What follows belongs to an exercise in optimizing a design on an open flow for a short achievable clock period and few clock cycles per item; a production flow would make more cautious choices. In this exercise RTL edits were held to simulation tests only and were not proved equivalent to the original. Power and IR drop assume default switching activity.

==> trial 82: inputs <==
Design tiled_phase_min_max_unit, start of the top module:
module tiled_phase_min_max_unit #(
   parameter int TILES_PER_SIDE = 16,
   parameter int MAX_DIM        = 8192
) (
   input  logic                        clock,
   input  logic                        reset,
   input  logic                        req_valid,
   output logic                        req_stall,
   input  logic [47:0]                 req_payload,
   output logic                        rsp_valid,
   input  logic                        rsp_stall,
   output logic [205:0]                rsp_payload,
   input  logic                        csr_we,
   input  logic                        csr_index,
   input  logic [tpmm_pkg::DIM_W-1:0]  csr_wdata
);
   localparam int DW  = tpmm_pkg::DIM_W;
   localparam int PXW = tpmm_pkg::PIX_W;
   localparam int PHW = tpmm_pkg::PH_W;
   localparam int AW  = 18;
   localparam int NT  = 16;
   logic [DW-1:0]  csr_w_q, csr_h_q, w_cl, h_cl;
   logic [DW-1:0]  dw_q, dh_q, wm1_q, hm1_q;
   logic [PHW-1:0] init_h_q, init_v_q;
   assign w_cl = tpmm_pkg::clamp_dim(csr_w_q, DW'(MAX_DIM));
   assign h_cl = tpmm_pkg::clamp_dim(csr_h_q, DW'(MAX_DIM));
   always_ff @(posedge clock) begin
      if (reset) begin
         csr_w_q  <= tpmm_pkg::RESET_WIDTH;
         csr_h_q  <= tpmm_pkg::RESET_HEIGHT;
         dw_q     <= tpmm_pkg::RESET_WIDTH;
         dh_q     <= tpmm_pkg::RESET_HEIGHT;
         wm1_q    <= tpmm_pkg::RESET_WIDTH - DW'(1);
         hm1_q    <= tpmm_pkg::RESET_HEIGHT - DW'(1);
         init_h_q <= PHW'(tpmm_pkg::RESET_WIDTH) << 8;
         init_v_q <= PHW'(tpmm_pkg::RESET_HEIGHT) << 8;
      end else begin
         if (csr_we) begin
            if (csr_index == tpmm_pkg::REG_HEIGHT) csr_h_q <= csr_wdata;
            else csr_w_q <= csr_wdata;
         end
         dw_q     <= (w_cl > DW'(NT)) ? w_cl : DW'(NT + 1);
         dh_q     <= (h_cl > DW'(NT)) ? h_cl : DW'(NT + 1);
         wm1_q    <= w_cl - DW'(1);
         hm1_q    <= h_cl - DW'(1);
         init_h_q <= PHW'(w_cl) << 8;
  ...
export LEC_CHECK = 0
export ABC_CLOCK_PERIOD_IN_PS = 2500
export CAP_MARGIN = 20
export CORE_MARGIN = 2
export CORE_UTILIZATION = 55
export SETUP_SLACK_MARGIN = 5
export SLEW_MARGIN = 20
create_clock -name core_clock -period 10.0 [get_ports {clock}]
run.sh (not shown) runs the stock make flow with config.mk's settings and CLKGATE_MAP_FILE= SYNTH_SCRIPT=/design/flow/synth_recipe.tcl, a recipe that flattens the netlist after the stock synthesis.
==> inputs of build 8, as changes to trial 82 <==
--- a/flow/design.v
+++ b/flow/design.v
@@ -182,36 +182,41 @@
          init_v_q <= PHW'(h_cl) << 8;
       end
    end
    logic          stall_q, rv_q;
    logic [47:0]   rp_q;
    logic [2:0]    qn_q, qn_in;
-   logic [1:0]    qw_q, qr_q;
+   logic [3:0]    qw_q, qr_q;
    logic [3:0][47:0] qd_q;
    logic          push, pop, head_v;
    logic [47:0]   head;
    assign req_stall = stall_q;
    assign push   = rv_q;
    assign head_v = (qn_q != 3'd0);
-   assign head   = qd_q[qr_q];
    assign qn_in  = qn_q - {2'b00, pop} + {2'b00, push};
+   always_comb begin
+      head = '0;
+      for (int i = 0; i < 4; i++) head = head | (qd_q[i] & {48{qr_q[i]}});
+   end
    always_ff @(posedge clock) begin
       rp_q <= req_payload;
-      if (push) qd_q[qw_q] <= rp_q;
+      for (int i = 0; i < 4; i++) begin
+         if (push && qw_q[i]) qd_q[i] <= rp_q;
+      end
       if (reset) begin
          rv_q    <= 1'b0;
          stall_q <= 1'b0;
          qn_q    <= 3'd0;
-         qw_q    <= 2'd0;
-         qr_q    <= 2'd0;
+         qw_q    <= 4'b0001;
+         qr_q    <= 4'b0001;
       end else begin
          rv_q    <= req_valid && !stall_q;
          stall_q <= (qn_in >= 3'd2);
          qn_q    <= qn_in;
-         if (push) qw_q <= qw_q + 2'd1;
-         if (pop) qr_q <= qr_q + 2'd1;
+         if (push) qw_q <= {qw_q[2:0], qw_q[3]};
+         if (pop) qr_q <= {qr_q[2:0], qr_q[3]};
       end
    end
    logic [PXW-1:0] c_q, r_q;
    logic [3:0]     tc_q, tr_q;
    logic [AW-1:0]  accc_q, accr_q;
    logic           sel_q;
@@ -452,59 +457,62 @@
             end
          end
       end
    end
    logic           est_q, ew1_q, eact_q, eph_q, etwo_q, eframe_q, ebank_q, cur_bank;
    logic [3:0]     eidx_q, erow_q;
-   logic           fire, last_ent, oload;
-   logic [PHW-1:0] r_hmax, r_hmin, r_vmax, r_vmin;
-   logic           e1v_q, e1_last_q, e1_done_q;
-   logic [3:0]     e1_col_q;
-   logic [5:0]     e1_row_q;
-   logic [PHW-1:0] e1_hmax_q, e1_hmin_q, e1_vmax_q, e1_vmin_q;
+   logic           fire, last_ent, oload, deq;
+   logic [1:0]     eqn_q;
+   logic           eqw_q, eqr_q;
+   localparam int EQW = 12 + 4 * PHW;
+   logic [1:0][EQW-1:0] eq_q;
+   logic [EQW-1:0]      eq_in, eh;
+   logic [3:0]          eh_col;
+   logic [5:0]          eh_row;
+   logic                eh_last, eh_done;
+   logic [PHW-1:0]      eh_hmax, eh_hmin, eh_vmax, eh_vmin;
    logic [PHW-1:0] g_hmax_q, g_hmin_q, g_vmax_q, g_vmin_q;
    logic [PHW-1:0] g_hmax_n, g_hmin_n, g_vmax_n, g_vmin_n;
    logic [205:0]   rec;
    logic           ov_q;
    logic [205:0]   o_q;
    assign oload    = !ov_q || !rsp_stall;
-   assign fire     = eact_q && (!e1v_q || oload);
+   assign deq      = (eqn_q != 2'd0) && oload;
+   assign fire     = eact_q && (eqn_q != 2'd2);
    assign last_ent = (eidx_q == 4'd15);
    assign cur_bank = ebank_q ^ eph_q;
-   assign r_hmax   = e_hmax[cur_bank][0];
-   assign r_hmin   = e_hmin[cur_bank][0];
-   assign r_vmax   = e_vmax[cur_bank][0];
-   assign r_vmin   = e_vmin[cur_bank][0];
+   assign eq_in = {eidx_q, {2'b00, erow_q} + {5'd0, eph_q},
+                   last_ent && (eph_q || !etwo_q),
+                   last_ent && (eph_q || !etwo_q) && eframe_q,
+                   e_hmax[cur_bank][0], e_hmin[cur_bank][0],
+                   e_vmax[cur_bank][0], e_vmin[cur_bank][0]};
+   assign eh    = eqr_q ? eq_q[1] : eq_q[0];
+   assign {eh_col, eh_row, eh_last, eh_done, eh_hmax, eh_hmin, eh_vmax, eh_vmin} = eh;
    always_comb begin
       eshift   = '0;
       pend_clr = '0;
       if (fire) eshift[cur_bank] = 1'b1;
       if (fire && last_ent) pend_clr[cur_bank] = 1'b1;
    end
    always_ff @(posedge clock) begin
-      if (fire) begin
-         e1_hmax_q <= r_hmax;
-         e1_hmin_q <= r_hmin;
-         e1_vmax_q <= r_vmax;
-         e1_vmin_q <= r_vmin;
-         e1_col_q  <= eidx_q;
-         e1_row_q  <= {2'b00, erow_q} + {5'd0, eph_q};
-         e1_last_q <= last_ent && (eph_q || !etwo_q);
-         e1_done_q <= last_ent && (eph_q || !etwo_q) && eframe_q;
-      end
+      if (fire && !eqw_q) eq_q[0] <= eq_in;
+      if (fire && eqw_q) eq_q[1] <= eq_in;
       if (reset) begin
-         ew1_q    <= 1'b0;
-         est_q    <= 1'b0;
-         eact_q   <= 1'b0;
-         e1v_q    <= 1'b0;
+         ew1_q  <= 1'b0;
+         est_q  <= 1'b0;
+         eact_q <= 1'b0;
+         eqn_q  <= 2'd0;
+         eqw_q  <= 1'b0;
+         eqr_q  <= 1'b0;
       end else begin
          if (f2go && (f2evt_q || f2evf_q)) est_q <= 1'b1;
          else if (est_q && debt_q == 4'd0) est_q <= 1'b0;
          ew1_q <= est_q && debt_q == 4'd0;
-         if (fire) e1v_q <= 1'b1;
-         else if (oload) e1v_q <= 1'b0;
+         eqn_q <= eqn_q + {1'b0, fire} - {1'b0, deq};
+         if (fire) eqw_q <= !eqw_q;
+         if (deq) eqr_q <= !eqr_q;
          if (f2go && (f2evt_q || f2evf_q)) begin
             ebank_q  <= f2sel_q;
             etwo_q   <= f2evf_q && f2row2_q;
             erow_q   <= f2tr_q;
             eframe_q <= f2evf_q;
             eidx_q   <= '0;
@@ -521,27 +529,26 @@
                   eact_q <= 1'b0;
                end
             end
          end
       end
    end
-   assign g_hmax_n = (g_hmax_q < e1_hmax_q) ? e1_hmax_q : g_hmax_q;
-   assign g_hmin_n = (g_hmin_q > e1_hmin_q) ? e1_hmin_q : g_hmin_q;
-   assign g_vmax_n = (g_vmax_q < e1_vmax_q) ? e1_vmax_q : g_vmax_q;
-   assign g_vmin_n = (g_vmin_q > e1_vmin_q) ? e1_vmin_q : g_vmin_q;
-   assign rec = {2'b00, e1_col_q, e1_row_q,
-                 e1_hmax_q, e1_hmin_q, e1_vmax_q, e1_vmin_q,
-                 g_hmax_n, g_hmin_n, g_vmax_n, g_vmin_n, e1_last_q, e1_done_q};
+   assign g_hmax_n = (g_hmax_q < eh_hmax) ? eh_hmax : g_hmax_q;
+   assign g_hmin_n = (g_hmin_q > eh_hmin) ? eh_hmin : g_hmin_q;
+   assign g_vmax_n = (g_vmax_q < eh_vmax) ? eh_vmax : g_vmax_q;
+   assign g_vmin_n = (g_vmin_q > eh_vmin) ? eh_vmin : g_vmin_q;
+   assign rec = {2'b00, eh_col, eh_row, eh_hmax, eh_hmin, eh_vmax, eh_vmin,
+                 g_hmax_n, g_hmin_n, g_vmax_n, g_vmin_n, eh_last, eh_done};
    always_ff @(posedge clock) begin
       if (reset) begin
          g_hmax_q <= '0;
          g_hmin_q <= tpmm_pkg::FRAME_MIN_INIT;
          g_vmax_q <= '0;
          g_vmin_q <= tpmm_pkg::FRAME_MIN_INIT;
-      end else if (e1v_q && oload) begin
-         if (e1_done_q) begin
+      end else if (deq) begin
+         if (eh_done) begin
             g_hmax_q <= '0;
             g_hmin_q <= tpmm_pkg::FRAME_MIN_INIT;
             g_vmax_q <= '0;
             g_vmin_q <= tpmm_pkg::FRAME_MIN_INIT;
          end else begin
             g_hmax_q <= g_hmax_n;
@@ -551,11 +558,11 @@
          end
       end
    end
    always_ff @(posedge clock) begin
       if (oload) o_q <= rec;
       if (reset) ov_q <= 1'b0;
-      else if (oload) ov_q <= e1v_q;
+      else if (oload) ov_q <= (eqn_q != 2'd0);
    end
    assign rsp_valid   = ov_q;
    assign rsp_payload = o_q;
 endmodule
==> flow/flow/run.sh (new file) <==
#!/bin/bash
set -o pipefail
export SETUP_SLACK_MARGIN=6.5
bash standard.sh > standard.log 2>&1
==> flow/standard.sh (new file) <==
#!/bin/bash
# synth_recipe.tcl (not shown) runs the flow's synth.tcl, then flattens the netlist and writes it again
# the make line also repeats each setting of config.mk as NAME=value (left out here)
make -C /OpenROAD-flow-scripts/flow DESIGN_CONFIG=/design/flow/config.mk WORK_HOME=/design/flow/orfs CLKGATE_MAP_FILE= SYNTH_SCRIPT=/design/flow/synth_recipe.tcl "${@:-finish}"
Settings changed: SETUP_SLACK_MARGIN 5 to default.
removed: flow/run.sh
==> notes <==
- In trial 82 the sequential share of layout area is lower than in build 8, by 0.77 points.
- Of build 8 and trial 82, trial 82 has the higher hold slack (gap 0.018 ns).
- Of trial 82 and build 8, build 8 has the higher area after synthesis (gap about 0.9%, measured against build 8).
- Between trial 82 and build 8, the lower clock power is in trial 82 (gap about 4%, measured against build 8).
- Of build 8 and trial 82, build 8 has the higher final cell count (gap 0.20%, measured against trial 82).
Testbench counts of trial 82, summed over its fixed seeds: cycles 79,240, pixels 79,048.
Testbench counts of build 8, summed over its fixed seeds: cycles 79,240, pixels 79,048.

==> re-timing with driven ports <==
Ports are ideal in the flow. The routed layouts listed here were re-timed in OpenROAD.
Step 1 sets driving cells, clkbuf_16 on the clock port and buf_2 on the other inputs (assumed; they add their load-dependent delay and slew).
Step 2 moves the port delays by t, midway between the first and last clock arrival at a register: inputs arrive t later, outputs are due t later. That takes back most of the time a late clock gives input paths.
Three values: ideal, step 1, step 2; two values: the first two.
run | t, ns | setup slack, ns | worst setup path at the end | worst register clock-pin slew, ns | worst slew at a driven data input, ns
trial 82 | 1.044 | 5.020 / 5.103 / 4.059 | input to register | 0.07 / 0.07 | 0.12
build 8 | 1.053 | 6.421 / 6.320 / 5.564 | input to register | 0.07 / 0.07 | 0.06
After both steps setup and hold are still met in every run listed. The setup slack of trial 82, which loses most, moves by +0.083 ns with the drivers and by -0.961 ns with both steps.
